Context: an optimization exercise on an open-source flow, tuned for small area. The choices shown serve that exercise and are no tape-out recipe.
Where RTL was checked, it was by simulation tests only, not by an equivalence proof against the original.
The RTL of run 1 was laid out without a check of its function.
Power and IR drop assume default switching activity.

File: run.sh
#!/bin/bash
# synth_recipe.tcl (not shown) runs the flow's synth.tcl, then flattens the netlist and writes it again
# the make line also repeats each setting of config.mk as NAME=value (left out here)
make -C /OpenROAD-flow-scripts/flow DESIGN_CONFIG=/design/flow/config.mk WORK_HOME=/design/flow/orfs CLKGATE_MAP_FILE= SYNTH_SCRIPT=/design/flow/synth_recipe.tcl finish
File: config.mk
export PLATFORM = sky130hd
export DESIGN_NAME = grf_scoreboard
export DESIGN_NICKNAME = grf_scoreboard
export VERILOG_FILES = /design/flow/design.v
export SDC_FILE = /design/flow/constraint.sdc
export NUM_CORES = 4
export LEC_CHECK = 0
export CAP_MARGIN = 20
export CORE_MARGIN = 2
export CORE_UTILIZATION = 40
export PLACE_DENSITY = 0.6
export SLEW_MARGIN = 20
export SYNTH_HIERARCHICAL = 1
export SYNTH_MINIMUM_KEEP_SIZE = 0
File: constraint.sdc
create_clock -name core_clock -period 6.0 [get_ports {clk}]
set_input_delay 1.2000 -clock core_clock [delete_from_list [all_inputs] [get_ports {clk}]]
set_output_delay 1.2000 -clock core_clock [all_outputs]
set_load 0.01 [all_outputs]
File: design.v
package grf_scoreboard_pkg;
    localparam int unsigned WIDTH  = 32;
    localparam int unsigned NREG   = 32;
    localparam int unsigned REG_AW = 5;
    typedef logic [REG_AW-1:0] reg_idx_t;
    typedef logic [WIDTH-1:0]  word_t;
    localparam reg_idx_t REG_ZERO = 5'd0;
    function automatic logic is_live(input logic [REG_AW-1:0] idx);
        is_live = (idx != 5'd0);
    endfunction
endpackage
module c_a222oi (input logic a1, a2, b1, b2, c1, c2, output logic y);
    assign y = !((a1 & a2) | (b1 & b2) | (c1 & c2));
endmodule
module c_nand2 (input logic a, b, output logic y);
    assign y = !(a & b);
endmodule
module c_nand3 (input logic a, b, c, output logic y);
    assign y = !(a & b & c);
endmodule
module c_nand4 (input logic a, b, c, d, output logic y);
    assign y = !(a & b & c & d);
endmodule
module c_or3 (input logic a, b, c, output logic y);
    assign y = a | b | c;
endmodule
module c_nor4 (input logic a, b, c, d, output logic y);
    assign y = !(a | b | c | d);
endmodule
module c_o21ai (input logic a1, a2, b1, output logic y);
    assign y = !((a1 | a2) & b1);
endmodule
module c_o21a (input logic a1, a2, b1, output logic y);
    assign y = (a1 | a2) & b1;
endmodule
module c_nor2 (input logic a, b, output logic y);
    assign y = !(a | b);
endmodule
module c_and2 (input logic a, b, output logic y);
    assign y = a & b;
endmodule
module c_and3 (input logic a, b, c, output logic y);
    assign y = a & b & c;
endmodule
module grf_aoi_tree #(parameter int NT = 32)
(
    input  logic [31:0] s,
    input  logic [31:0] d,
    output logic [2:0]  g
);
    logic [11:0] n;
    for (genvar k = 0; k < 10; k++) begin : g_l1
        c_a222oi u (.a1(s[3*k]), .a2(d[3*k]), .b1(s[3*k+1]), .b2(d[3*k+1]),
                    .c1(s[3*k+2]), .c2(d[3*k+2]), .y(n[k]));
    end
    c_nand2 u10 (.a(s[30]), .b(d[30]), .y(n[10]));
    if (NT == 32) begin : g_t31
        c_nand2 u11 (.a(s[31]), .b(d[31]), .y(n[11]));
        c_nand4 u_g2 (.a(n[8]), .b(n[9]), .c(n[10]), .d(n[11]), .y(g[2]));
    end else begin : g_t30
        assign n[11] = 1'b1;
        c_nand3 u_g2 (.a(n[8]), .b(n[9]), .c(n[10]), .y(g[2]));
    end
    c_nand4 u_g0 (.a(n[0]), .b(n[1]), .c(n[2]), .d(n[3]), .y(g[0]));
    c_nand4 u_g1 (.a(n[4]), .b(n[5]), .c(n[6]), .d(n[7]), .y(g[1]));
endmodule
module grf_rd_dec
(
    input  logic [4:0]  a,
    input  logic [4:0]  a3,
    input  logic        we,
    input  logic [31:1] wr_n,     
    output logic [31:1] sel,
    output logic        byp,
    output logic        idle      
);
    logic [3:0] lo;
    logic [7:0] hi;
    grf_predec u_pd (.a(a), .lo(lo), .hi(hi));
    grf_byp u_byp (.a(a), .a3(a3), .we(we), .byp(byp), .idle(idle));
    for (genvar i = 1; i < 32; i++) begin : g_sel
        c_and3 u (.a(lo[i % 4]), .b(hi[i / 4]), .c(wr_n[i]), .y(sel[i]));
    end
endmodule
module grf_predec
(
    input  logic [4:0] a,
    output logic [3:0] lo,
    output logic [7:0] hi
);
    for (genvar k = 0; k < 4; k++) begin : g_lo
        assign lo[k] = (a[1:0] == 2'(k));
    end
    for (genvar j = 0; j < 8; j++) begin : g_hi
        assign hi[j] = (a[4:2] == 3'(j));
    end
endmodule
module grf_byp
(
    input  logic [4:0] a,
    input  logic [4:0] a3,
    input  logic       we,
    output logic       byp,
    output logic       idle
);
    assign byp  = we && (a3 == a) && (a != 5'd0);
    assign idle = byp || (a == 5'd0);
endmodule
module grf_wr_dec
(
    input  logic        reset,
    input  logic [4:0]  a3,
    input  logic        we,
    input  logic        issue_en,
    input  logic [4:0]  issue_dst,
    output logic [31:1] wr_n,
    output logic [31:1] row_en,
    output logic [31:1] iss_n
);
    logic [3:0] wlo, ilo;
    logic [7:0] whi, ihi;
    logic       reset_n;
    assign reset_n = !reset;
    for (genvar k = 0; k < 4; k++) begin : g_lo
        assign wlo[k] = we && (a3[1:0] == 2'(k));
        assign ilo[k] = issue_en && !reset && (issue_dst[1:0] == 2'(k));
    end
    for (genvar j = 0; j < 8; j++) begin : g_hi
        assign whi[j] = (a3[4:2] == 3'(j));
        assign ihi[j] = (issue_dst[4:2] == 3'(j));
    end
    for (genvar i = 1; i < 32; i++) begin : g_row
        c_nand2 u_wr  (.a(wlo[i % 4]), .b(whi[i / 4]), .y(wr_n[i]));
        c_nand2 u_en  (.a(wr_n[i]), .b(reset_n), .y(row_en[i]));
        c_nand2 u_iss (.a(ilo[i % 4]), .b(ihi[i / 4]), .y(iss_n[i]));
    end
endmodule
module grf_scoreboard
(
    input  logic     clk,
    input  logic     reset,
    input  logic [grf_scoreboard_pkg::REG_AW-1:0] A1,
    input  logic [grf_scoreboard_pkg::REG_AW-1:0] A2,
    output logic [grf_scoreboard_pkg::WIDTH-1:0] RD1,
    output logic [grf_scoreboard_pkg::WIDTH-1:0] RD2,
    output logic     busy1,
    output logic     busy2,
    input  logic [grf_scoreboard_pkg::REG_AW-1:0] A3,
    input  logic [grf_scoreboard_pkg::WIDTH-1:0] WD,
    input  logic     WE,
    input  logic     issue_en,
    input  logic [grf_scoreboard_pkg::REG_AW-1:0] issue_dst
);
    localparam int W = grf_scoreboard_pkg::WIDTH;
    logic [W-1:0] r_regs [1:31];
    logic [31:1]  r_idle;
    logic [31:1]  w_wr_n;
    logic [31:1]  w_row_en;
    logic [31:1]  w_iss_n;
    logic [31:1]  w_idle_d;
    logic [W-1:0] w_wdata;
    grf_wr_dec u_wdec (
        .reset     (reset),
        .a3        (A3),
        .we        (WE),
        .issue_en  (issue_en),
        .issue_dst (issue_dst),
        .wr_n      (w_wr_n),
        .row_en    (w_row_en),
        .iss_n     (w_iss_n)
    );
    logic w_reset_n;
    assign w_reset_n = !reset;
    for (genvar b = 0; b < W; b++) begin : g_wd
        c_and2 u (.a(WD[b]), .b(w_reset_n), .y(w_wdata[b]));
    end
    for (genvar i = 1; i < 32; i++) begin : g_row
        always_ff @(posedge clk) begin
            if (w_row_en[i]) begin
                r_regs[i] <= w_wdata;
            end
        end
        c_o21a u_idle (.a1(r_idle[i]), .a2(w_row_en[i]), .b1(w_iss_n[i]), .y(w_idle_d[i]));
        always_ff @(posedge clk) begin
            r_idle[i] <= w_idle_d[i];
        end
    end
    logic [31:1] w_sel1, w_sel2;
    logic        w_byp1, w_byp2, w_none1, w_none2;
    grf_rd_dec u_rdec1 (.a(A1), .a3(A3), .we(WE), .wr_n(w_wr_n), .sel(w_sel1), .byp(w_byp1), .idle(w_none1));
    grf_rd_dec u_rdec2 (.a(A2), .a3(A3), .we(WE), .wr_n(w_wr_n), .sel(w_sel2), .byp(w_byp2), .idle(w_none2));
    for (genvar b = 0; b < W; b++) begin : g_rd
        logic [31:0] w_s1, w_s2, w_d;
        logic [2:0]  w_g1, w_g2;
        for (genvar i = 1; i < 32; i++) begin : g_t
            assign w_s1[i-1] = w_sel1[i];
            assign w_s2[i-1] = w_sel2[i];
            assign w_d[i-1]  = r_regs[i][b];
        end
        assign w_s1[31] = w_byp1;
        assign w_s2[31] = w_byp2;
        assign w_d[31]  = WD[b];
        grf_aoi_tree #(.NT(32)) u_t1 (.s(w_s1), .d(w_d), .g(w_g1));
        grf_aoi_tree #(.NT(32)) u_t2 (.s(w_s2), .d(w_d), .g(w_g2));
        c_or3 u_o1 (.a(w_g1[0]), .b(w_g1[1]), .c(w_g1[2]), .y(RD1[b]));
        c_or3 u_o2 (.a(w_g2[0]), .b(w_g2[1]), .c(w_g2[2]), .y(RD2[b]));
    end
    logic [31:0] w_bs1, w_bs2, w_bd;
    logic [2:0]  w_bg1, w_bg2;
    logic        w_bz1, w_bz2;
    for (genvar i = 1; i < 32; i++) begin : g_bt
        assign w_bs1[i-1] = w_sel1[i];
        assign w_bs2[i-1] = w_sel2[i];
        assign w_bd[i-1]  = r_idle[i];
    end
    assign w_bs1[31] = 1'b0;
    assign w_bs2[31] = 1'b0;
    assign w_bd[31]  = 1'b0;
    grf_aoi_tree #(.NT(31)) u_bt1 (.s(w_bs1), .d(w_bd), .g(w_bg1));
    grf_aoi_tree #(.NT(31)) u_bt2 (.s(w_bs2), .d(w_bd), .g(w_bg2));
    c_nor4 u_b1 (.a(w_bg1[0]), .b(w_bg1[1]), .c(w_bg1[2]), .d(w_none1), .y(busy1));
    c_nor4 u_b2 (.a(w_bg2[0]), .b(w_bg2[1]), .c(w_bg2[2]), .d(w_none2), .y(busy2));
endmodule
==> impl_results.md, run 1 <==
* Least-Margin Pin Slew at 1.178 ns
* Antenna violations before repair at 9
* Core Util, Final at 48.88%
* Core Rows at 117
* Post-Route WL at 167.6 mm
* Setup bufs post-CTS at 0
* CP cell instances: clkdlybuf4s50_1 -> nor2b_1 -> and3_2 -> buf_12 -> a222oi_1 -> nand4_1 -> or3_1 -> clkdlybuf4s50_1
* Critical path's largest stage delay at 0.79 ns
* Syn-to-layout area delta at 21.43%
* Fin worst setup slack at -0.01028 ns
* Period utilization at 100.2%
* Worst EP arrival at 4.81 ns
* Final clock skew at 0 ns
* RSZ-0062 raised after global routing: no
* Placed cell count at 4047
* CP max-delay cell: nor2b_1
* DP Area at 46130 sq um
* Syn Area/Cell at 17.28 sq um
* Post-Syn Instances at 2367
* Hold Buf Count CTS at 0
* CP startpoint kind: input port
* Crit Reg-Reg Endpoint: r_idle[24]$_DFF_P_
* Htree depth at 3
* Die area at 104800 sq um
* First-pass GRT wire length at 230.3 mm
* CTS tree: yes
* Power Density at 339.8 nW/um^2
* Power, Total at 16.87 mW
* Routed wire per std cell at 39.49 um
* Num CTS Buffers at 105
* Via count at 32220
* Io pins at 122
* Pins over their slew limit at 0
* Reg2reg start: r_idle[24]$_DFF_P_
* Most used cell, CP: clkdlybuf4s50_1
* CTS max path bufs at 3
* Rel. slew slack at 21.25%
* Crit Path Max Fanout at 21
* DRC viols at 0
* Placeable Area at 101600 sq um
* Largest net degree at the start of global routing at 34
* Starting Density at 40.25%
* Ratio of cells with drive above 1 in the final layout at 16.64%
* Dpl ws at 0.03621 ns
* Min-Delay Endpoint: r_idle[18]$_DFF_P_
* R2R setup slack at 5.34 ns
* Type of the tightest min-delay check: reg -> reg
* Nets at 2843
* CP required at 4.80 ns
* Syn Std Cell Area at 40900 sq um
* Die W at 323.8 um
* Setup crit end kind: output port
* Layout Cells excl Fill at 4244
* Worst IR Drop VDD at 0.2590 mV
* GPL Wtd Cong at 0.9950
* Total track usage at 31.14%
* Run status: complete, but fails checks
* Max-cap check violation count at 0
* TritonCTS Sinks at 1023
* Clock latency at the later pin of the worst-skew pair at 0.67 ns
* CTS clk-pin slew, worst paths at 0.06 ns
* LEAKAGE at 16.30 nW
* Setup Viol. Count Final at 1
* WHS Path Cells at 1
* Fin area at 49660 sq um
* R2R depth at 1
* Hold Startpoint: r_idle[18]$_DFF_P_
* Vias in the first global route at 31090
* Failed Checks: negative setup slack
* Via/cell ratio at 7.593
* Crit Path Class: in -> out
* Die Y at 323.8 um
* Commonest non-fill, non-tap cell in the layout: edfxtp_1
* DP Wirelength at 97.57 mm
* F_max at 166.4 MHz
* Final Hold Fails at 0
* Grt total ovfl at 0
* Post-DRT Antenna Nets at 0
* Syn_nets at 2423
* Fin crit period at 6.010 ns
* Initial DRC count at 8184
* Post-cts resize count at 0
* Drt pass-1 iters at 17
* Ys Warns at 8
* Most frequent cells in the layout: edfxtp_1 (992), a222oi_1 (660), nand4_1 (198)
* Root buffer cell: clkbuf_16
* Port Buffers at 121
[through the flow]
stage	hold slack [ns]	TNS [ns]
floorplan	0.4470	0
global placement	0.4529	0
detailed placement	0.4690	0
CTS	0.4855	0
global route	0.4980	0
finish	0.4880	-0.01028
[worst max-delay path by stage]
stage,end,slack (ns),from
after floorplan,RD1[0],1.27,A1[0]
after global placement,busy1,0.02,A3[4]
after detailed placement,RD2[20],0.04,A3[4]
after CTS,busy1,0.009,A3[4]
after global routing,RD1[4],0.004,WE
final,RD2[10],-0.01,A2[1]
[flip-flops by register name, summed over array words and instances, names as in the netlist]
| register | flops |
|---|---|
| r_regs | 992 |
| r_idle | 31 |
[worst max-delay path: cells and delay by family]
kind | cells | cell delay [ns]
and+or+nand+nor | 4 | 1.94
AOI/OAI and AO/OA | 1 | 0.14
buffers and inverters | 3 | 1.48
[per-layer routing]
layer | wire length, um | vias up | GRT usage (%)
met4 | 10450 | 4 | 16.78
met1 | 56310 | 15830 | 40.89
met5 | 27 | - | 0
li1 | - | 12350 | -
met2 | 72360 | 3450 | 46.61
met3 | 28440 | 592 | 9.128
[layout make-up]
cell class / instances / area (sq um)
multi-input combinational: 1342 / 10690
tap: 1368 / 1712
sequential: 1023 / 30410
inverter: 2 / 7.507
clock buffer: 117 / 2715
clock inverter: 76 / 724.4
antenna: 3 / 7.507
timing repair buffer: 313 / 3396
fill: 8522 / 51940
[power breakdown]
part / switching, mW / internal [mW] / total, mW
combinational: 1.01 / 0.492 / 1.50
clock: 2.79 / 3.77 / 6.56
sequential: 0.301 / 8.51 / 8.81
==> run 2, diff against run 1 <==
--- a/design.v
+++ b/design.v
@@ -25,12 +25,6 @@
     assign y = a | b | c;
 endmodule
-module c_nor4 (input logic a, b, c, d, output logic y);
-    assign y = !(a | b | c | d);
-endmodule
-module c_o21ai (input logic a1, a2, b1, output logic y);
-    assign y = !((a1 | a2) & b1);
-endmodule
-module c_o21a (input logic a1, a2, b1, output logic y);
-    assign y = (a1 | a2) & b1;
+module c_a31o (input logic a1, a2, a3, b1, output logic y);
+    assign y = (a1 & a2 & a3) | b1;
 endmodule
 module c_nor2 (input logic a, b, output logic y);
@@ -72,11 +66,10 @@
     input  logic [31:1] wr_n,     
     output logic [31:1] sel,
-    output logic        byp,
-    output logic        idle      
+    output logic        byp
 );
     logic [3:0] lo;
     logic [7:0] hi;
     grf_predec u_pd (.a(a), .lo(lo), .hi(hi));
-    grf_byp u_byp (.a(a), .a3(a3), .we(we), .byp(byp), .idle(idle));
+    grf_byp u_byp (.a(a), .a3(a3), .we(we), .byp(byp));
     for (genvar i = 1; i < 32; i++) begin : g_sel
         c_and3 u (.a(lo[i % 4]), .b(hi[i / 4]), .c(wr_n[i]), .y(sel[i]));
@@ -101,9 +94,7 @@
     input  logic [4:0] a3,
     input  logic       we,
-    output logic       byp,
-    output logic       idle
-);
-    assign byp  = we && (a3 == a) && (a != 5'd0);
-    assign idle = byp || (a == 5'd0);
+    output logic       byp
+);
+    assign byp = we && (a3 == a) && (a != 5'd0);
 endmodule
 module grf_wr_dec
@@ -116,22 +107,22 @@
     output logic [31:1] wr_n,
     output logic [31:1] row_en,
-    output logic [31:1] iss_n
-);
-    logic [3:0] wlo, ilo;
-    logic [7:0] whi, ihi;
+    output logic [31:1] iss
+);
+    logic [3:0] wlo, ilo_n;
+    logic [7:0] whi, ihi_n;
     logic       reset_n;
     assign reset_n = !reset;
     for (genvar k = 0; k < 4; k++) begin : g_lo
         assign wlo[k] = we && (a3[1:0] == 2'(k));
-        assign ilo[k] = issue_en && !reset && (issue_dst[1:0] == 2'(k));
+        assign ilo_n[k] = !(issue_en && !reset && (issue_dst[1:0] == 2'(k)));
     end
     for (genvar j = 0; j < 8; j++) begin : g_hi
         assign whi[j] = (a3[4:2] == 3'(j));
-        assign ihi[j] = (issue_dst[4:2] == 3'(j));
+        assign ihi_n[j] = (issue_dst[4:2] != 3'(j));
     end
     for (genvar i = 1; i < 32; i++) begin : g_row
         c_nand2 u_wr  (.a(wlo[i % 4]), .b(whi[i / 4]), .y(wr_n[i]));
         c_nand2 u_en  (.a(wr_n[i]), .b(reset_n), .y(row_en[i]));
-        c_nand2 u_iss (.a(ilo[i % 4]), .b(ihi[i / 4]), .y(iss_n[i]));
+        c_nor2  u_iss (.a(ilo_n[i % 4]), .b(ihi_n[i / 4]), .y(iss[i]));
     end
 endmodule
@@ -154,9 +145,9 @@
     localparam int W = grf_scoreboard_pkg::WIDTH;
     logic [W-1:0] r_regs [1:31];
-    logic [31:1]  r_idle;
+    logic [31:1]  r_pend;
     logic [31:1]  w_wr_n;
     logic [31:1]  w_row_en;
-    logic [31:1]  w_iss_n;
-    logic [31:1]  w_idle_d;
+    logic [31:1]  w_iss;
+    logic [31:1]  w_pend_d;
     logic [W-1:0] w_wdata;
     grf_wr_dec u_wdec (
@@ -168,5 +159,5 @@
         .wr_n      (w_wr_n),
         .row_en    (w_row_en),
-        .iss_n     (w_iss_n)
+        .iss       (w_iss)
     );
     logic w_reset_n;
@@ -181,13 +172,13 @@
             end
         end
-        c_o21a u_idle (.a1(r_idle[i]), .a2(w_row_en[i]), .b1(w_iss_n[i]), .y(w_idle_d[i]));
+        c_a31o u_pend (.a1(r_pend[i]), .a2(w_wr_n[i]), .a3(w_reset_n), .b1(w_iss[i]), .y(w_pend_d[i]));
         always_ff @(posedge clk) begin
-            r_idle[i] <= w_idle_d[i];
+            r_pend[i] <= w_pend_d[i];
         end
     end
     logic [31:1] w_sel1, w_sel2;
-    logic        w_byp1, w_byp2, w_none1, w_none2;
-    grf_rd_dec u_rdec1 (.a(A1), .a3(A3), .we(WE), .wr_n(w_wr_n), .sel(w_sel1), .byp(w_byp1), .idle(w_none1));
-    grf_rd_dec u_rdec2 (.a(A2), .a3(A3), .we(WE), .wr_n(w_wr_n), .sel(w_sel2), .byp(w_byp2), .idle(w_none2));
+    logic        w_byp1, w_byp2;
+    grf_rd_dec u_rdec1 (.a(A1), .a3(A3), .we(WE), .wr_n(w_wr_n), .sel(w_sel1), .byp(w_byp1));
+    grf_rd_dec u_rdec2 (.a(A2), .a3(A3), .we(WE), .wr_n(w_wr_n), .sel(w_sel2), .byp(w_byp2));
     for (genvar b = 0; b < W; b++) begin : g_rd
         logic [31:0] w_s1, w_s2, w_d;
@@ -208,9 +199,8 @@
     logic [31:0] w_bs1, w_bs2, w_bd;
     logic [2:0]  w_bg1, w_bg2;
-    logic        w_bz1, w_bz2;
     for (genvar i = 1; i < 32; i++) begin : g_bt
         assign w_bs1[i-1] = w_sel1[i];
         assign w_bs2[i-1] = w_sel2[i];
-        assign w_bd[i-1]  = r_idle[i];
+        assign w_bd[i-1]  = r_pend[i];
     end
     assign w_bs1[31] = 1'b0;
@@ -219,5 +209,5 @@
     grf_aoi_tree #(.NT(31)) u_bt1 (.s(w_bs1), .d(w_bd), .g(w_bg1));
     grf_aoi_tree #(.NT(31)) u_bt2 (.s(w_bs2), .d(w_bd), .g(w_bg2));
-    c_nor4 u_b1 (.a(w_bg1[0]), .b(w_bg1[1]), .c(w_bg1[2]), .d(w_none1), .y(busy1));
-    c_nor4 u_b2 (.a(w_bg2[0]), .b(w_bg2[1]), .c(w_bg2[2]), .d(w_none2), .y(busy2));
-endmodule
+    c_or3 u_b1 (.a(w_bg1[0]), .b(w_bg1[1]), .c(w_bg1[2]), .y(busy1));
+    c_or3 u_b2 (.a(w_bg2[0]), .b(w_bg2[1]), .c(w_bg2[2]), .y(busy2));
+endmodule
--- a/config.mk
+++ b/config.mk
@@ -8,6 +8,10 @@
 export CAP_MARGIN = 20
 export CORE_MARGIN = 2
-export CORE_UTILIZATION = 40
-export PLACE_DENSITY = 0.6
+export CORE_UTILIZATION = 60
+export CTS_BUF_LIST = sky130_fd_sc_hd__clkbuf_16
+export CTS_CLUSTER_DIAMETER = 80
+export CTS_CLUSTER_SIZE = 25
+export PLACE_DENSITY = 0.72
+export SETUP_SLACK_MARGIN = 0.3
 export SLEW_MARGIN = 20
 export SYNTH_HIERARCHICAL = 1
==> run 2 against run 1 <==
Now clean on timing, DRC and antenna; setup slack better by 0.18 ns; total power is 17% lower; register-to-register slack about the same; global-route usage is 14 points higher; cell count is 15% lower; first-iteration DRC count rose by 15%; core utilization rose by 21 points; synthesized cell count about the same; clock power down 42%; clock skew is the same; highest routed layer unchanged; count of clock-buffer cells in the layout down 66.
==> impl_results.md, run 2 <==
* Run status: complete, no violations
* Routed wire per std cell at 44.75 um (+13%)
* Post-Route WL at 162.2 mm (-3.2%)
* Total track usage at 45.52% (+14 points)
* Syn Area/Cell at 17.28 sq um (about the same)
* Worst IR Drop VDD at 0.2575 mV (-0.58%)
* Starting Density at 60.76% (+21 points)
* Placeable Area at 67280 sq um (-34%)
* Fill cells at 4295 (-50%)
* Placed cell count at 3555 (-12%)
* DRC viols at 0 (unchanged)
* WHS Path Cells at 1 (unchanged)
* Num CTS Buffers at 49 (-53%)
* R2R setup slack at 5.33 ns (about the same)
* LEAKAGE at 15.78 nW (-3.2%)
* Die area at 70230 sq um (-33%)
* Ys Warns at 8 (unchanged)
* Largest net degree at the start of global routing at 34 (unchanged)
* Io pins at 122 (unchanged)
* Setup crit end kind: output port
* Grt total ovfl at 0 (unchanged)
* Final clock skew at 0 ns (unchanged)
* CTS max path bufs at 3 (unchanged)
* Initial DRC count at 9436 (+15%)
* GRT met1 Usage at 60.79% (+20 points)
* Ratio of cells with drive above 1 in the final layout at 13.04% (-3.6 points)
* Core Rows at 95 (-19%)
* Drt pass-1 iters at 13 (-4)
* Reg2reg start: r_pend[11]$_DFF_P_
* Max FFs per register at 992 (unchanged)
* Port Buffers at 121 (unchanged)
* Met2 global-route usage at 64.74% (+18 points)
* Via count at 32520 (+0.93%)
* Commonest non-fill, non-tap cell in the layout: edfxtp_1
* Fin crit period at 5.828 ns (-0.1822 ns)
* First-pass GRT wire length at 224.6 mm (-2.5%)
* Layout Cells excl Fill at 3624 (-15%)
* Gr busiest metal: met2
* Setup Viol. Count Final at 0 (-1)
* Syn Std Cell Area at 40880 sq um (about the same)
* Min-Delay Endpoint: r_pend[15]$_DFF_P_
* Via/cell ratio at 8.974 (+18%)
* Crit Reg-Reg Endpoint: r_pend[11]$_DFF_P_
* Power, Total at 14.08 mW (-17%)
* Least-Margin Pin Slew at 1.261 ns (+0.08245 ns)
* Worst Hold Slack at 0.5251 ns (+0.03714 ns)
* Die Y at 265.0 um (-18%)
* Final Hold Fails at 0 (unchanged)
* Most frequent cells in the layout: edfxtp_1 (992), a222oi_1 (660), nand4_1 (196)
* GPL Wtd Cong at 1.035 (+4.0%)
* DP Wirelength at 91.75 mm (-6.0%)
* R2R depth at 1 (unchanged)
* Vias in the first global route at 31280 (+0.62%)
* Worst EP arrival at 4.63 ns (-0.18 ns)
* Max-cap check violation count at 0 (unchanged)
* CTS clk-pin slew, worst paths at 0.08 ns (+0.02 ns)
* TritonCTS Sinks at 1023 (unchanged)
* Fin worst setup slack at 0.1719 ns (+0.1822 ns)
* Root buffer cell: clkbuf_16
* Syn-to-layout area delta at 15.45%
* Type of the tightest min-delay check: reg -> reg
* Nets at 2790 (-1.9%)
* Rel. slew slack at 15.96% (-5.3 points)
* Syn_nets at 2421 (-0.083%)
* RSZ-0062 raised after global routing: yes
* Clock latency at the later pin of the worst-skew pair at 0.64 ns (-0.03 ns)
* Antenna violations before repair at 6 (-3)
* Setup TNS Final at 0 ns (+0.01028 ns)
* Biggest regs: r_regs (992), r_pend (31)
* Hold Startpoint: r_pend[15]$_DFF_P_
* Power Density at 298.3 nW/um^2 (-12%)
* GR Layer Usage met3 at 16.53% (+7.4 points)
* Crit Path Class: in -> out
* CP required at 4.80 ns (about the same)
* F_max at 171.6 MHz (+3.1%)
* Htree depth at 2 (-1)
* CTS tree: yes
* Pins over their slew limit at 0 (unchanged)
* Largest register by flop count: r_regs
* Dpl ws at 0.09247 ns (+0.05626 ns)
* Post-Syn Instances at 2365 (-0.084%)
* Die W at 265.0 um (-18%)
* Period utilization at 97.13% (-3.0 points)
* CP startpoint kind: input port
* Crit Path Max Fanout at 33 (+57%)
* Post-DRT Antenna Nets at 0 (unchanged)
==> run 2: routing by layer <==
metal	vias up	share of wire (%)
li1	12180	-
met1	15440	30
met2	4110	42
met3	789	21
met4	6	7.6
met5	-	0.020
==> run 2: report_power, final <==
part	switching, mW	internal (mW)	total [mW]
sequential	0.306	8.50	8.81
combinational	0.970	0.487	1.46
clock	2.22	1.60	3.82
total	3.50	10.6	14.1
==> run 2: cell type report <==
| class | count | area (sq um) | share of cell area, % |
|---|---|---|---|
| antenna | 6 | 15.01 | 0.03181 |
| clock buffer | 51 | 1276 | 2.704 |
| clock inverter | 11 | 132.6 | 0.2810 |
| inverter | 2 | 7.507 | 0.01591 |
| multi-input combinational | 1340 | 10760 | 22.80 |
| sequential | 1023 | 30410 | 64.43 |
| tap | 873 | 1092 | 2.314 |
| timing repair buffer | 318 | 3500 | 7.415 |
==> run 2: timing repair <==
| action | CTS | global route |
|---|---|---|
| resized for setup | 25 | 74 |
| hold buffers | 0 | 0 |
| pin swaps | 27 | 102 |
| endpoints found under the setup margin | 63 | 62 |
| setup buffers | 0 | 1 |
| gates cloned | 0 | 0 |
==> run 2: how the worst max path moves through the flow <==
stage          start      end  slack, ns  depth (start not counted)
2_1_floorplan  A3[1]   RD1[0]       1.58                          6
3_3_place_gp   A3[4]   RD2[7]        0.1                         12
3_5_place_dp   A3[1]  RD2[21]       0.09                         10
4_1_cts        A3[3]  RD2[21]       0.21                         11
5_1_grt        A3[4]  RD1[30]       0.14                         11
6_report       A3[3]  RD1[30]       0.17                         11
==> run 2: metrics by stage <==
stage / util (%) / area [sq um]
after floorplan: - / 40880
after global placement: 67.56 / 45450
after detailed placement: 67.58 / 45470
after CTS: 69.72 / 46910
after global routing: 70.13 / 47180
final: 70.15 / 47190
==> run 2: critical path, stage by stage <==
cell and delay, ns:
clkdlybuf4s50_1 0.49, buf_4 0.18, nor3b_2 0.25, buf_4 0.17, nand2_1 0.16, and3_1 0.28, buf_12 0.20, a222oi_1 0.30
nand4_1 0.39, or3_4 0.49, clkdlybuf4s50_1 0.49
==> run 3, diff against run 2 <==
==> flow/run.sh (new file) <==
#!/bin/bash
# The standard layout (standard.sh), with one change: the buffer that ORFS puts on every
# input and output port is sky130_fd_sc_hd__buf_1 instead of the delay cell buffer_ports picks
# on its own. Every other step, setting and check is the standard flow's.
set -e
cp standard.sh standard.sh.log
export BUFFER_PORTS_ARGS="-buffer_cell sky130_fd_sc_hd__buf_1"
bash standard.sh > standard.log 2>&1
==> standard.sh (new file) <==
#!/bin/bash
# synth_recipe.tcl (not shown) runs the flow's synth.tcl, then flattens the netlist and writes it again
# the make line also repeats each setting of config.mk as NAME=value (left out here)
make -C /OpenROAD-flow-scripts/flow DESIGN_CONFIG=/design/flow/config.mk WORK_HOME=/design/flow/orfs CLKGATE_MAP_FILE= SYNTH_SCRIPT=/design/flow/synth_recipe.tcl "${@:-finish}"
--- a/config.mk
+++ b/config.mk
@@ -13,5 +13,5 @@
 export CTS_CLUSTER_SIZE = 25
 export PLACE_DENSITY = 0.72
-export SETUP_SLACK_MARGIN = 0.3
+export SETUP_SLACK_MARGIN = 0.25
 export SLEW_MARGIN = 20
 export SYNTH_HIERARCHICAL = 1
removed: run.sh
==> run 3 against run 2 <==
Die area is the same; core utilization down 3.5 points; still clean; hold slack improved by 0.00053 ns; design area is 5.0% lower; fmax increased by 1.4%; largest power group unchanged; synthesized cell count stayed put; first-iteration DRC count fell by 10%; non-clock buffer count is 104 lower; clock skew unchanged; via count fell by 3.3%; total power down 2.2%.
==> impl_results.md, run 3 <==
* Setup crit end kind: output port
* Vias in the first global route at 29910 (-4.4%)
* Final Hold Fails at 0 (unchanged)
* CP cell instances: buf_1 -> and3_1 -> buf_4 -> nand2_1 -> and3_2 -> a222oi_1 -> nand4_1 -> or3_1 -> buf_1
* R2R setup slack at 5.32 ns (about the same)
* Reg2reg start: r_pend[19]$_DFF_P_
* Period utilization at 95.81% (-1.3 points)
* Gr busiest metal: met2
* Crit Path Max Fanout at 33 (unchanged)
* Setup TNS Final at 0 ns (unchanged)
* Crit Path Class: in -> out
* Hold Startpoint: r_pend[1]$_DFF_P_
* CP max-delay cell: and3_2
* Syn-to-layout area delta at 9.636%
* Largest net degree at the start of global routing at 34 (unchanged)
* Syn Std Cell Area at 40880 sq um (unchanged)
* GPL Wtd Cong at 0.9876 (-4.6%)
* CTS max path bufs at 3 (unchanged)
* Setup Viol. Count Final at 0 (unchanged)
* Min-Delay Endpoint: r_pend[1]$_DFF_P_
* Core Util, Final at 66.61% (-3.5 points)
* Power, Total at 13.76 mW (-2.2%)
* Worst IR Drop VDD at 0.2693 mV (+4.6%)
* Grt total ovfl at 0 (unchanged)
* Routed wire per std cell at 42.39 um (-5.3%)
* Syn_nets at 2421 (unchanged)
* TritonCTS Sinks at 1023 (unchanged)
* Antenna violations before repair at 5 (-1)
* Max-cap check violation count at 0 (unchanged)
* Post-Syn Instances at 2365 (unchanged)
* Least-Margin Pin Slew at 1.235 ns (-0.02569 ns)
* Num CTS Buffers at 49 (unchanged)
* CTS clk-pin slew, worst paths at 0.09 ns (about the same)
* Pins over their slew limit at 0 (unchanged)
* DRC viols at 0 (unchanged)
* Fill cells at 4541 (+5.7%)
* First-pass GRT wire length at 209.1 mm (-6.9%)
* Drt pass-1 iters at 13 (unchanged)
* Final clock skew at 0 ns (unchanged)
* Port Buffers at 121 (unchanged)
* R2R depth at 1 (unchanged)
* Fin crit period at 5.749 ns (-0.07935 ns)
* Post-DRT Antenna Nets at 0 (unchanged)
* Htree depth at 2 (unchanged)
* Nets at 2686 (-3.7%)
* LEAKAGE at 14.39 nW (-8.8%)
* Crit Reg-Reg Endpoint: r_pend[19]$_DFF_P_
* Power Density at 307.1 nW/um^2 (+2.9%)
* Most frequent cells in the layout: edfxtp_1 (992), a222oi_1 (660), nand4_1 (196)
* Syn Area/Cell at 17.28 sq um (unchanged)
* Run status: complete, no violations
* Largest register by flop count: r_regs
* CP required at 4.80 ns (about the same)
* Placeable Area at 67280 sq um (unchanged)
* Biggest regs: r_regs (992), r_pend (31)
* Rel. slew slack at 17.38% (+1.4 points)
* Most used cell, CP: buf_1
* GR Layer Usage met3 at 12.76% (-3.8 points)
* Total track usage at 41.56% (-4.0 points)
* Root buffer cell: clkbuf_16
* Clock latency at the later pin of the worst-skew pair at 0.65 ns (about the same)
* Max FFs per register at 992 (unchanged)
* Dpl ws at 0.4391 ns (+0.3466 ns)
* Die W at 265.0 um (unchanged)
* Die Y at 265.0 um (unchanged)
* Via count at 31440 (-3.3%)
* Hold Buf Count CTS at 0 (unchanged)
* CP startpoint kind: input port
* Commonest non-fill, non-tap cell in the layout: edfxtp_1
* Io pins at 122 (unchanged)
* Met2 global-route usage at 60.99% (-3.7 points)
* Starting Density at 60.76% (unchanged)
* GRT met1 Usage at 54.50% (-6.3 points)
* Initial DRC count at 8490 (-10%)
* F_max at 174.0 MHz (+1.4%)
* Worst Hold Slack at 0.5256 ns (+0.0005280 ns)
* RSZ-0062 raised after global routing: no
* Ratio of cells with drive above 1 in the final layout at 8.497% (-4.5 points)
* DP Wirelength at 84.46 mm (-7.9%)
* Ys Warns at 8 (unchanged)
* Core Rows at 95 (unchanged)
* Setup bufs post-CTS at 0 (unchanged)
* WHS Path Cells at 1 (unchanged)
* Post-Route WL at 149.3 mm (-7.9%)
* CTS tree: yes
* Worst EP arrival at 4.55 ns (-0.08 ns)
* Die area at 70230 sq um (unchanged)
* Type of the tightest min-delay check: reg -> reg
* Via/cell ratio at 8.923 (-0.57%)
* Critical path's largest stage delay at 0.65 ns (+0.16 ns)
* Fin worst setup slack at 0.2512 ns (+0.07935 ns)
==> run 3: cell types whose count changed in the layout (fill, tap and decap cells not counted), sizes merged <==
cell	before	now
clkdlybuf4s50	72	0
diode	6	2
dlygate4sd2	11	0
dlymetal6s2s	38	0
bufinv	1	0
inv	6	15
clkinvlp	1	0
buf	197	214
==> run 3: report_power, final <==
group,internal [mW],total (mW),switching (mW),leakage [nW]
registers,8.50,8.80,0.304,9.84
clock network,1.56,3.76,2.20,0.725
logic,0.287,1.20,0.915,3.82
total,10.3,13.8,3.42,14.4
==> run 3: per-layer routing <==
metal,up-vias,wire length [um]
li1,11960,-
met1,15140,46100
met2,3633,64240
met3,701,27080
met4,2,11890
met5,-,20
==> run 3: critical path: cells and delay by family <==
kind	cells	cell delay, ns
AND/OR/NAND/NOR	5	2.14
AO/OA/AOI/OAI	1	0.55
buffers and inverters	3	0.62
==> run 3: cell type report <==
cell class	count	area (sq um)	area share, %
antenna	2	5.005	0.01117
clock buffer	51	1276	2.848
clock inverter	18	136.4	0.3043
inverter	2	7.507	0.01675
multi-input combinational	1340	10610	23.67
sequential	1023	30410	67.85
tap	873	1092	2.437
timing repair buffer	214	1281	2.859
==> run 3: per-stage QoR <==
stage	instances	instance area (sq um)
after detailed placement	3448	43280
final	3523	44820
after global placement	3448	43270
after global routing	3521	44810
after floorplan	2365	40880
after CTS	3517	44690
==> run 3: repair_timing <==
action	4_1_cts	5_1_grt
gates resized for setup	0	1
endpoints found under the hold margin	0	0
setup endpoints to repair	0	2
==> run 3: worst max path at each step <==
stage / start / end / slack (ns) / cells after the start
finish: A3[0] / RD1[12] / 0.25 / 9
global route: A3[2] / RD1[12] / 0.30 / 9
CTS: A3[3] / RD1[25] / 0.43 / 10
detailed placement: A3[3] / RD1[25] / 0.44 / 10
global placement: A3[3] / RD1[25] / 0.47 / 10
floorplan: A3[1] / RD1[0] / 1.58 / 6
==> run 4, diff against run 3 <==
--- a/config.mk
+++ b/config.mk
@@ -10,6 +10,6 @@
 export CORE_UTILIZATION = 60
 export CTS_BUF_LIST = sky130_fd_sc_hd__clkbuf_16
-export CTS_CLUSTER_DIAMETER = 80
-export CTS_CLUSTER_SIZE = 25
+export CTS_CLUSTER_DIAMETER = 90
+export CTS_CLUSTER_SIZE = 28
 export PLACE_DENSITY = 0.72
 export SETUP_SLACK_MARGIN = 0.25
==> run 4 against run 3 <==
Fmax increased by 1.5%; area after synthesis stayed put; first-iteration DRC count rose by 4.1%; clock power down 5%; setup slack better by 0.084 ns; sequential power barely moved; core utilization down 0.18 points; register-to-register slack barely moved; critical endpoint unchanged.
==> impl_results.md, run 4 <==
* LEAKAGE at 14.33 nW (-0.36%)
* Via count at 31370 (-0.21%)
* Largest net degree at the start of global routing at 34 (unchanged)
* Io pins at 122 (unchanged)
* Least-Margin Pin Slew at 1.232 ns (-0.003372 ns)
* Setup Viol. Count Final at 0 (unchanged)
* WHS Path Cells at 1 (unchanged)
* Initial DRC count at 8841 (+4.1%)
* Core Rows at 95 (unchanged)
* Commonest non-fill, non-tap cell in the layout: edfxtp_1
* Htree depth at 2 (unchanged)
* Setup bufs post-CTS at 0 (unchanged)
* Die Y at 265.0 um (unchanged)
* Power, Total at 13.58 mW (-1.3%)
* Crit Path Class: in -> out
* Total track usage at 41.66% (+0.097 points)
* Drt pass-1 iters at 14 (+1)
* Most frequent cells in the layout: edfxtp_1 (992), a222oi_1 (660), nand4_1 (196)
* Layout Cells excl Fill at 3516 (-0.20%)
* Dpl ws at 0.4391 ns (unchanged)
* DRC viols at 0 (unchanged)
* Fin crit period at 5.665 ns (-0.08423 ns)
* Syn Area/Cell at 17.28 sq um (unchanged)
* R2R depth at 1 (unchanged)
* Ys Warns at 8 (unchanged)
* CTS tree: yes
* Ratio of cells with drive above 1 in the final layout at 8.251% (-0.25 points)
* Type of the tightest min-delay check: reg -> reg
* Setup crit end kind: output port
* Crit Reg-Reg Endpoint: r_pend[19]$_DFF_P_
* Nets at 2681 (-0.19%)
* Routed wire per std cell at 42.49 um (+0.25%)
* Antenna violations before repair at 9 (+4)
* CTS max path bufs at 3 (unchanged)
* Grt total ovfl at 0 (unchanged)
* Rel. slew slack at 17.61% (+0.23 points)
* Post-DRT Antenna Nets at 0 (unchanged)
* Biggest regs: r_regs (992), r_pend (31)
* Port Buffers at 121 (unchanged)
* Post-Route WL at 149.4 mm (about the same)
* Num CTS Buffers at 43 (-12%)
* Die W at 265.0 um (unchanged)
* DP Wirelength at 84.46 mm (unchanged)
* Largest register by flop count: r_regs
* Final Hold Fails at 0 (unchanged)
* GPL Wtd Cong at 0.9876 (unchanged)
* Reg2reg start: r_pend[19]$_DFF_P_
* Syn_nets at 2421 (unchanged)
* Placeable Area at 67280 sq um (unchanged)
* Pins over their slew limit at 0 (unchanged)
* CP required at 4.80 ns (about the same)
* Min-Delay Endpoint: r_pend[1]$_DFF_P_
* Root buffer cell: clkbuf_16
* RSZ-0062 raised after global routing: no
* Worst Hold Slack at 0.5326 ns (+0.006971 ns)
* TritonCTS Sinks at 1023 (unchanged)
* Vias in the first global route at 29920 (+0.017%)
* Die area at 70230 sq um (unchanged)
* CP startpoint kind: input port
* Hold Startpoint: r_pend[1]$_DFF_P_
* Syn-to-layout area delta at 9.333%
* Final clock skew at 0 ns (unchanged)
* Setup TNS Final at 0 ns (unchanged)
* Via/cell ratio at 8.922 (about the same)
* Worst IR Drop VDD at 0.2759 mV (+2.4%)
* CTS clk-pin slew, worst paths at 0.10 ns (about the same)
* First-pass GRT wire length at 209.7 mm (+0.26%)
* Hold Buf Count CTS at 0 (unchanged)
* Placed cell count at 3448 (unchanged)
* Crit Path Max Fanout at 33 (unchanged)
* F_max at 176.5 MHz (+1.5%)
* Post-Syn Instances at 2365 (unchanged)
* R2R setup slack at 5.32 ns (about the same)
* Clock latency at the later pin of the worst-skew pair at 0.63 ns (-0.02 ns)
* Max-cap check violation count at 0 (unchanged)
* Syn Std Cell Area at 40880 sq um (unchanged)
* Run status: complete, no violations
* Power Density at 303.9 nW/um^2 (-1.0%)
* Max FFs per register at 992 (unchanged)
* Starting Density at 60.76% (unchanged)
* Period utilization at 94.41% (-1.4 points)
* Fin worst setup slack at 0.3355 ns (+0.08423 ns)
* Worst EP arrival at 4.46 ns (-0.09 ns)
[run 4: per-stage QoR]
stage	util (%)	area, sq um
floorplan	-	40880
global placement	64.32	43270
detailed placement	64.33	43280
CTS	66.21	44550
global route	66.43	44690
finish	66.43	44690
[run 4: critical path, stage by stage]
cell and delay, ns:
buf_1 0.28, and3_1 0.35, buf_4 0.18, nand2_1 0.11, and3_2 0.63, a222oi_1 0.53
nand4_1 0.48, or3_1 0.53, buf_1 0.15
[run 4: routing by layer]
metal  GRT usage [%]  share of wire, %  vias to the layer above
met3           13.03                19                      716
li1                -                 -                    11950
met4           26.16               7.6                       14
met1           54.92                31                    15010
met5               0             0.064                        -
met2           60.84                43                     3680
[run 4: final cells by class]
type,instances,area (sq um)
diodes,1,2.502
fillers,4560,22590
multi-input cells,1340,10620
inverters,2,7.507
clock buffers,44,1101
clock inverters,18,166.4
well taps,873,1092
flip-flops and latches,1023,30410
repair buffers,215,1295
[run 4: report_power, final]
part | leakage [nW] | internal [mW] | total, mW | switching, mW
registers | 9.84 | 8.50 | 8.80 | 0.305
logic | 3.83 | 0.287 | 1.21 | 0.919
clock network | 0.663 | 1.44 | 3.57 | 2.13
total | 14.3 | 10.2 | 13.6 | 3.35
[run 4: how the worst max path moves through the flow]
stage	end	slack, ns	start
final	RD1[12]	0.34	A3[0]
after global routing	RD1[21]	0.37	A3[0]
after CTS	RD1[25]	0.43	A3[3]
after detailed placement	RD1[25]	0.44	A3[3]
after global placement	RD1[25]	0.47	A3[3]
after floorplan	RD1[0]	1.58	A3[1]
[run 4: what timing repair did]
action                                 4_1_cts  5_1_grt
resized for setup                            0        2
endpoints found under the hold margin        0        0
setup endpoints to repair                    0        4
==> run 5, diff against run 4 <==
==> flow/run.sh (replaced) <==
#!/bin/bash
# The standard layout (standard.sh), with two changes: the buffer that ORFS puts on every
# input and output port is sky130_fd_sc_hd__buf_1 instead of the delay cell buffer_ports picks
# on its own, and after the global-route timing repair ORFS's power recovery downsizes gates
# on paths with slack to spare. Every other step, setting and check is the standard flow's.
set -e
cp standard.sh standard.sh.log
export BUFFER_PORTS_ARGS="-buffer_cell sky130_fd_sc_hd__buf_1"
export RECOVER_POWER=100
bash standard.sh > standard.log 2>&1
--- a/config.mk
+++ b/config.mk
@@ -10,6 +10,6 @@
 export CORE_UTILIZATION = 60
 export CTS_BUF_LIST = sky130_fd_sc_hd__clkbuf_16
-export CTS_CLUSTER_DIAMETER = 90
-export CTS_CLUSTER_SIZE = 28
+export CTS_CLUSTER_DIAMETER = 80
+export CTS_CLUSTER_SIZE = 25
 export PLACE_DENSITY = 0.72
 export SETUP_SLACK_MARGIN = 0.25
==> run 5 against run 4 <==
The layout now fails its checks (max-capacitance violations, max-slew violations); clock skew stayed put; register-to-register slack is essentially flat; synthesized cell count stayed put; highest routed layer unchanged.
==> impl_results.md, run 5 <==
* CTS clk-pin slew, worst paths at 0.09 ns (about the same)
* Drt pass-1 iters at 12 (-2)
* CP required at 4.80 ns (about the same)
* Final Hold Fails at 0 (unchanged)
* DRC viols at 0 (unchanged)
* Biggest regs: r_regs (992), r_pend (31)
* Syn-to-layout area delta at 9.069%
* Setup crit end kind: output port
* Gate power share at 8.6% (-0.3 points)
* Syn_nets at 2421 (unchanged)
* Critical path's largest stage delay at 0.54 ns (-0.09 ns)
* Sw Share at 24.76% (+0.077 points)
* Post-Route WL at 149.2 mm (-0.12%)
* Die Y at 265.0 um (unchanged)
* Initial DRC count at 8396 (-5.0%)
* Via/cell ratio at 8.909 (-0.15%)
* Worst Hold Slack at 0.5275 ns (-0.005079 ns)
* Hold Buf Count CTS at 0 (unchanged)
* Power Density at 308.9 nW/um^2 (+1.6%)
* RSZ-0062 raised after global routing: no
* Die area at 70230 sq um (unchanged)
* CP max-delay cell: a222oi_1
* Antenna violations before repair at 5 (-4)
* Largest register by flop count: r_regs
* R2R depth at 1 (unchanged)
* Max-cap check violation count at 55 (+55)
* Post-DRT Antenna Nets at 0 (unchanged)
* Ratio of cells with drive above 1 in the final layout at 6.307% (-1.9 points)
* Routed wire per std cell at 42.36 um (-0.31%)
* Root buffer cell: clkbuf_16
* Num CTS Buffers at 49 (+14%)
* TritonCTS Sinks at 1023 (unchanged)
* CP startpoint kind: input port
* Setup TNS Final at 0 ns (unchanged)
* Core Rows at 95 (unchanged)
* F_max at 173.2 MHz (-1.9%)
* Most frequent cells in the layout: edfxtp_1 (992), a222oi_1 (660), nand4_1 (196)
* Io pins at 122 (unchanged)
* Via count at 31390 (+0.048%)
* Post-Syn Instances at 2365 (unchanged)
* Ys Warns at 8 (unchanged)
* Port Buffers at 121 (unchanged)
* Clk pwr share at 27.3% (+1.0 points)
* Nets at 2686 (+0.19%)
* Syn Std Cell Area at 40880 sq um (unchanged)
* Crit path max-delay family: simple AND/OR/NAND/NOR gates
* LEAKAGE at 14.25 nW (-0.61%)
* Vias in the first global route at 29910 (-0.017%)
* Total track usage at 41.56% (-0.097 points)
* Switching pwr at 3.410 mW (+1.7%)
* Worst IR Drop VDD at 0.2711 mV (-1.7%)
* Fin area at 44580 sq um (-0.24%)
* Htree depth at 2 (unchanged)
* Crit Path Class: in -> out
* Run status: complete, but fails checks
* Stages on the worst setup path at 10 (+1)
* CTS max path bufs at 3 (unchanged)
* CTS tree: yes
* Rel. slew slack at -110.2% (-130 points)
* DP Area at 43280 sq um (unchanged)
* CP bufs+invs at 4 (+1)
* DP Wirelength at 84.46 mm (unchanged)
* WHS Path Cells at 1 (unchanged)
* Max FFs per register at 992 (unchanged)
* First-pass GRT wire length at 209.1 mm (-0.26%)
* Fin crit period at 5.774 ns (+0.1098 ns)
* Placeable Area at 67280 sq um (unchanged)
* P_int at 10.36 mW (+1.3%)
* Dpl ws at 0.4391 ns (unchanged)
* GPL Wtd Cong at 0.9876 (unchanged)
* Setup Viol. Count Final at 0 (unchanged)
* Largest net degree at the start of global routing at 34 (unchanged)
* Worst EP arrival at 4.57 ns (+0.11 ns)
* Crit Path Max Fanout at 27 (-18%)
* Seq pwr share at 64.1% (-0.7 points)
* Grt total ovfl at 0 (unchanged)
* Pins over their slew limit at 1759 (+1759)
* Die W at 265.0 um (unchanged)
* Clock latency at the later pin of the worst-skew pair at 0.65 ns (+0.02 ns)
* Period utilization at 96.24% (+1.8 points)
* Fin worst setup slack at 0.2257 ns (-0.1098 ns)
* Commonest non-fill, non-tap cell in the layout: edfxtp_1
* Least-Margin Pin Slew at 3.153 ns (+1.921 ns)
* Syn Area/Cell at 17.28 sq um (unchanged)
* Failed Checks: max-capacitance violations, max-slew violations
* Core Util, Final at 66.27% (-0.16 points)
* CP cell instances: clkbuf_1 -> clkbuf_1 -> and3_1 -> nand2_1 -> and3_1 -> clkbuf_4 -> a222oi_1 -> nand4_1 -> or3_1 -> buf_1
* Starting Density at 60.76% (unchanged)
* Type of the tightest min-delay check: reg -> reg
* Final clock skew at 0 ns (unchanged)
run 5: metal layers:
layer | global-route usage [%] | part of all wire (%)
met1 | 54.50 | 31
met2 | 60.99 | 43
met3 | 12.76 | 18
met4 | 26.52 | 7.7
met5 | 0 | 0.024
run 5: worst paths after layout:
kind / startpoint / to / slack, ns
setup reg to reg: r_pend[19]$_DFF_P_ / r_pend[19]$_DFF_P_ / 5.31
hold / removal: r_pend[25]$_DFF_P_ / r_pend[25]$_DFF_P_ / 0.53
setup / recovery: A3[2] / RD2[2] / 0.23
hold reg to reg: r_pend[25]$_DFF_P_ / r_pend[25]$_DFF_P_ / 0.53
run 5: power by group through the flow:
stage / clock (mW) / combinational [mW] / sequential [mW]
after floorplan: 0 / 0.537 / 8.85
after detailed placement: 0 / 1.12 / 8.95
after CTS: 3.74 / 1.12 / 8.79
after global placement: 0 / 1.10 / 8.89
final: 3.76 / 1.18 / 8.83
after global routing: 3.99 / 1.19 / 8.89
run 5: metrics by stage:
stage	std cells	power (mW)
2_1_floorplan	2365	9.391
3_3_place_gp	3448	9.993
3_5_place_dp	3448	10.07
4_1_cts	3517	13.65
5_1_grt	3521	14.06
6_report	3523	13.77
run 5: what timing repair did:
item,CTS,global route
endpoints found under the setup margin,0,2
buffers inserted,0,0
resized for setup,0,1
hold endpoints to repair,0,0
run 5: layout make-up:
class                      instances  area, sq um
clock inverter                    18        136.4
antenna                            2        5.005
fill                            4596        22690
inverter                           2        7.507
clock buffer                      51         1276
sequential                      1023        30410
tap                              873         1092
timing repair buffer             214         1140
multi-input combinational       1340        10520

==> afterwards: timing with drivers on the ports <==
No port has a modelled driver above. Below, the same layouts with a new extraction and two added sets of constraints. Step 1 assumes that a clkbuf_16 drives the clock port and a buf_2 every other input. Step 2, shift: input delay + t, output delay - t, t = (earliest + latest rising clock arrival at the registers) / 2. This alone moves slack from input paths to output paths. Three values: ideal ports, drivers, drivers and shift; two values: the first two.
run | shift t [ns] | setup slack, ns | clock arrival spread, ns | worst data-port slew with drivers (ns)
run 1 | 0.746 | -0.010 / -0.040 / -0.040 | 0.035 / 0.035 | 0.07
run 2 | 0.720 | 0.172 / 0.135 / 0.135 | 0.029 / 0.029 | 0.15
run 3 | 0.708 | 0.251 / 0.210 / 0.210 | 0.034 / 0.034 | 0.05
run 4 | 0.694 | 0.335 / 0.293 / 0.293 | 0.041 / 0.041 | 0.05
run 5 | 0.705 | 0.226 / 0.197 / 0.165 | 0.032 / 0.032 | 0.05
The setup slack of run 5, which loses most, moves by -0.029 ns with the drivers and by -0.061 ns with both steps.
